From an optimization exercise on the open Yosys and OpenROAD flow, aimed at small area, a short achievable clock period and few clock cycles per item; shortcuts taken in it are not production practice. In this exercise RTL edits were held to simulation tests only and were not proved equivalent to the original.

==> inputs of run a <==
Design fft_bfly_pipe, start of the top module:
module fft_bfly_pipe #(
  parameter int DATA_W = 16,
  parameter int TW_W   = 16,
  parameter int TAG_W  = 8
) (
  input  logic              clk,
  input  logic              rst,
  input  logic              in_valid,
  output logic              in_ready,
  input  logic [DATA_W-1:0] a_re,
  input  logic [DATA_W-1:0] a_im,
  input  logic [DATA_W-1:0] b_re,
  input  logic [DATA_W-1:0] b_im,
  input  logic [TW_W-1:0]   w_re,
  input  logic [TW_W-1:0]   w_im,
  input  logic              inv,
  input  logic              scale,
  input  logic [TAG_W-1:0]  tag_in,
  output logic              out_valid,
  input  logic              out_ready,
  output logic [DATA_W-1:0] y0_re,
  output logic [DATA_W-1:0] y0_im,
  output logic [DATA_W-1:0] y1_re,
  output logic [DATA_W-1:0] y1_im,
  output logic              ovf,
  output logic [TAG_W-1:0]  tag_out
);
clock: 7.5 ns
lec_check: 0
cap_margin: 20
core_margin: 2
core_utilization: 55
cts_cluster_diameter: 150
cts_cluster_size: 24
place_density: 0.7
setup_slack_margin: 3.8
slew_margin: 20
synth_hierarchical: 1
synth_minimum_keep_size: 0
tns_end_percent: 0
standard.sh (not shown) runs the stock make flow with config.mk's settings and CLKGATE_MAP_FILE= SYNTH_SCRIPT=/design/flow/synth_recipe.tcl, a recipe that flattens the netlist after the stock synthesis.
==> flow/flow/run.sh <==
#!/bin/bash
set -o pipefail
export BUFFER_PORTS_ARGS="-buffer_cell sky130_fd_sc_hd__buf_1"
bash standard.sh > standard.log 2>&1
==> run b (differences from run a) <==
- CORE_UTILIZATION: 55 -> 40
- CTS_CLUSTER_SIZE: 24 -> 30
- PLACE_DENSITY: 0.7 -> unset
==> qor summary <==
| quantity | run a | run b |
|---|---|---|
| Run status | complete, no violations | complete, no violations |
| Slack of the critical path | 3.812 ns | 3.789 ns |
| Well-tap cell count | 959 | 1298 |
| Area of the multi-input gates | 28580 sq um | 28580 sq um |
| Required time at the worst-slack endpoint | 7.84 ns | 7.83 ns |
| Tcrit/Tclk final | 49.18% | 49.48% |
| Relative slew slack | 34.00% | 40.70% |
| Global-route met2 utilization | 46.10% | 37.65% |
| Post-route cell area | 42770 sq um | 43220 sq um |
| Wire length after detailed routing | 107600 um | 116700 um |
| Slew at the pin closest to its max-slew limit | 0.9900 ns | 0.8895 ns |
| Final non-clock buffer share | 4.169% | 4.201% |
Testbench counts of run a, summed over its fixed seeds: cycles 16,024, items 16,000.
Testbench counts of run b, summed over its fixed seeds: cycles 16,024, items 16,000.

==> v17: inputs <==
fft_bfly_pipe, a different RTL version from the one above (not shown whole).
export LEC_CHECK = 0
export CAP_MARGIN = 20
export CORE_MARGIN = 2
export CORE_UTILIZATION = 55
export CTS_CLUSTER_DIAMETER = 150
export CTS_CLUSTER_SIZE = 24
export PLACE_DENSITY = 0.7
export SETUP_SLACK_MARGIN = 3.5
export SLEW_MARGIN = 20
export SYNTH_HIERARCHICAL = 1
export SYNTH_MINIMUM_KEEP_SIZE = 0
export TNS_END_PERCENT = 0
create_clock -name core_clock -period 7.5 [get_ports {clk}]
Scripts as last shown in full above: flow/flow/run.sh
==> v22: changes against v17 <==
- SETUP_SLACK_MARGIN: 3.5 -> 3.9
==> v8: changes against v17 <==
- CORE_UTILIZATION: 55 -> 65
- PLACE_DENSITY: 0.7 -> 0.8
- SETUP_SLACK_MARGIN: 3.5 -> 4.2
==> v27: changes against v17 <==
- SETUP_SLACK_MARGIN: 3.5 -> 3.8
==> comparison <==
The lowest cell count belongs to v8, the highest to v22. Synthesized cell count is the same in v22 and v17. Routed wire length, highest first: v22, v27, v8, v17. Non-clock buffer count, highest first: v8, v22, v27, v17. Utilization: v8 > v22 > v27 > v17. The highest first-iteration DRC count belongs to v8, the lowest to v17. The highest maximum frequency belongs to v8, the lowest to v17.
Testbench counts of v17, summed over its fixed seeds: cycles 16,024, items 16,000.
Testbench counts of v22, summed over its fixed seeds: cycles 16,024, items 16,000.
Testbench counts of v8, summed over its fixed seeds: cycles 16,024, items 16,000.
Testbench counts of v27, summed over its fixed seeds: cycles 16,024, items 16,000.

==> inputs of amber <==
fft_bfly_pipe, a different RTL version from the one above (not shown whole).
export LEC_CHECK = 0
export CAP_MARGIN = 20
export CORE_MARGIN = 2
export CORE_UTILIZATION = 40
export SETUP_SLACK_MARGIN = 3.8
export SLEW_MARGIN = 20
export SYNTH_HIERARCHICAL = 1
export SYNTH_MINIMUM_KEEP_SIZE = 0
export TNS_END_PERCENT = 0
create_clock -name core_clock -period 7.5 [get_ports {clk}]
run.sh (not shown) runs the stock make flow with config.mk's settings and CLKGATE_MAP_FILE= SYNTH_SCRIPT=/design/flow/synth_recipe.tcl, a recipe that flattens the netlist after the stock synthesis.
Stock flow here: none of the scripts above is used.
==> inputs of willow, as changes to amber <==
--- a/flow/design.v
+++ b/flow/design.v
@@ -116,12 +116,11 @@
   end
   logic [15:0] r1_br, r1_bi;
   logic [15:0] r1_ar, r1_ai;
   logic [7:0]  r1_owr, r1_twr, r1_nwr;   
   logic [7:0]  r1_owi, r1_twi;           
-  logic [7:0]  r1_nwiim;                 
-  logic [7:0]  r1_nwire;                 
+  logic [7:0]  r1_nwire, r1_nwiim;       
   logic        r1_sc;
   logic [TAG_W-1:0] r1_tag;
   always_ff @(posedge clk) begin
     if (rst) v1_q <= 1'b0;
     else if (en) v1_q <= in_valid;
@@ -135,16 +134,16 @@
       r1_owr   <= owr_d;
       r1_twr   <= twr_d;
       r1_nwr   <= nwr_d;
       r1_owi   <= owi_d;
       r1_twi   <= twi_d;
+      r1_nwire <= nwi_d ^ {8{~inv}};
       r1_nwiim <= nwi_d ^ {8{inv}};
       r1_sc    <= scale;
       r1_tag   <= tag_in;
     end
   end
-  assign r1_nwire = ~r1_nwiim;
   logic [34:0] re_r0, re_r1, im_r0, im_r1;
   logic        lre, lim;         
   wire [16:0] br_wr_pp0 = bsel(r1_br, r1_owr[0], r1_twr[0], r1_nwr[0]);
   wire [16:0] br_wr_pp1 = bsel(r1_br, r1_owr[1], r1_twr[1], r1_nwr[1]);
   wire [16:0] br_wr_pp2 = bsel(r1_br, r1_owr[2], r1_twr[2], r1_nwr[2]);
@@ -1827,19 +1826,19 @@
       r2_re1 <= re_r1[34:LC];
       r2_im0 <= im_r0[34:LC];
       r2_im1 <= im_r1[34:LC];
       r2_rec <= lre;
       r2_imc <= lim;
-      r2_ar  <= 17'({r1_ar[15], r1_ar} + {16'd0, r1_sc} + (r1_sc ? 17'h10000 : 17'h08000));
-      r2_ai  <= 17'({r1_ai[15], r1_ai} + {16'd0, r1_sc} + (r1_sc ? 17'h10000 : 17'h08000));
+      r2_ar  <= {r1_ar[15], r1_ar} + {16'd0, r1_sc};
+      r2_ai  <= {r1_ai[15], r1_ai} + {16'd0, r1_sc};
       r2_sc  <= r1_sc;
       r2_tag <= r1_tag;
     end
   end
   logic [19:0] ar20, ai20;
-  assign ar20 = {3'd0, r2_ar};
-  assign ai20 = {3'd0, r2_ai};
+  assign ar20 = {{3{r2_ar[16]}}, r2_ar};
+  assign ai20 = {{3{r2_ai[16]}}, r2_ai};
   logic [18:0] y0r, y0i, y1r, y1i;
   wire sbre_1;
   bfly_xor sbre_1_u (.a(r2_re0[6]), .b(r2_re1[6]), .y(sbre_1));
   wire sbre_2;
   bfly_xor sbre_2_u (.a(r2_re0[7]), .b(r2_re1[7]), .y(sbre_2));
@@ -3541,13 +3540,15 @@
   bfly_ao sbim_424_u (.a(sbim_387), .b(sbim_388), .c(sbim_46), .y(sbim_424));
   wire sbim_425;
   bfly_xor sbim_425_u (.a(sbim_300), .b(sbim_424), .y(sbim_425));
   assign y0i = {sbim_281, sbim_279, sbim_277, sbim_275, sbim_273, sbim_271, sbim_269, sbim_267, sbim_265, sbim_263, sbim_261, sbim_259, sbim_257, sbim_255, sbim_253, sbim_251, sbim_249, sbim_247, sbim_245};
   assign y1i = {sbim_425, sbim_423, sbim_421, sbim_419, sbim_417, sbim_415, sbim_413, sbim_411, sbim_409, sbim_407, sbim_405, sbim_403, sbim_401, sbim_399, sbim_397, sbim_395, sbim_393, sbim_391, sbim_389};
-  function automatic logic [16:0] fin(input logic [18:0] z, input logic sc);
-    fin[15:0] = sc ? {~z[16], z[15:1]} : {~z[15], z[14:0]};
-    fin[16]   = z[18] | z[17] | (z[16] & ~sc);
+  function automatic logic [16:0] fin(input logic [18:0] v, input logic sc);
+    logic [18:0] t;
+    t = sc ? {v[18], v[18:1]} : v;
+    fin[15:0] = t[15:0];
+    fin[16]   = !((&t[18:15]) | ~(|t[18:15]));
   endfunction
   logic [16:0] f0r, f0i, f1r, f1i;
   assign f0r = fin(y0r, r2_sc);
   assign f0i = fin(y0i, r2_sc);
   assign f1r = fin(y1r, r2_sc);
==> notes <==
- Between amber and willow, the lower count of clock-buffer cells in the layout is in amber (gap 7).
- Against amber, the worst hold slack of willow is lower by 0.0032 ns.
- Of willow and amber, amber has the higher critical path depth (gap 1).
- Routed wire length: amber is lower than willow (7.2%).
- Of amber and willow, willow has the higher via count (gap 2.7%, measured against willow).
- Between amber and willow, the lower non-clock buffer count is in amber (gap 65).
==> figures <==
item	amber	willow
Last weighted congestion value of the routability-driven placer	0.835	0.848
Outcome	finished clean	finished clean
Multi-input gate share of the layout cell area	0.632	0.626
Inverters excl. clock	77	79
Area taken by flip-flops and latches	0.0104 sq mm	0.0106 sq mm
DR iter-0 viols	2397	2796
Fraction of area in non-clock buffers	0.0644	0.0720
Clock insertion delay at the later pin of the skew report	0.63 ns	0.64 ns
Maximum number of pins on one net before global-route repair	69	153
Multi-input gate area in the final layout	0.0286 sq mm	0.0290 sq mm
Adder-cell share of the synthesized area	0.229	0.227
Via count of the first global-routing pass	29600	30500
Setup repair bufs after CTS	12	55
Testbench counts of amber, summed over its fixed seeds: cycles 16,024, items 16,000.
Testbench counts of willow, summed over its fixed seeds: cycles 16,024, items 16,000.

-- port drivers added, routing unchanged --
In the flow no input, the clock included, has a driving cell. The finished layouts below were timed again as built, in two steps. Step 1, drivers: a clkbuf_16 drives clk and a buf_2 each remaining input, both assumed. Step 2 moves the port delays by t, midway between the first and last clock arrival at a register: inputs arrive t later, outputs are due t later. That takes back most of the time a late clock gives input paths. Three values: ideal ports, drivers, drivers and shift; two values: the first two.
run | t (ns) | setup slack, ns | hold WS [ns] | pins driven straight from the clock port
run a | 0.657 | 3.812 / 3.812 / 3.789 | 0.427 / 0.427 / 0.427 | 1
run b | 0.645 | 3.789 / 3.789 / 3.594 | 0.412 / 0.412 / 0.412 | 1
v17 | 0.635 | 3.364 / 3.364 / 3.364 | 0.427 / 0.427 / 0.427 | 1
v22 | 0.637 | 3.827 / 3.827 / 3.633 | 0.428 / 0.428 / 0.428 | 1
v8 | 0.621 | 3.859 / 3.859 / 3.666 | 0.425 / 0.425 / 0.425 | 1
v27 | 0.641 | 3.811 / 3.779 / 3.651 | 0.427 / 0.427 / 0.427 | 1
amber | 0.691 | 3.795 / 3.795 / 3.403 | 0.417 / 0.417 / 0.417 | 1
willow | 0.688 | 3.729 / 3.729 / 3.652 | 0.414 / 0.414 / 0.414 | 1
After both steps every run listed still meets setup and hold. For amber, which loses most, drivers alone change the setup slack by 0.000 ns; drivers and shift together by -0.392 ns.
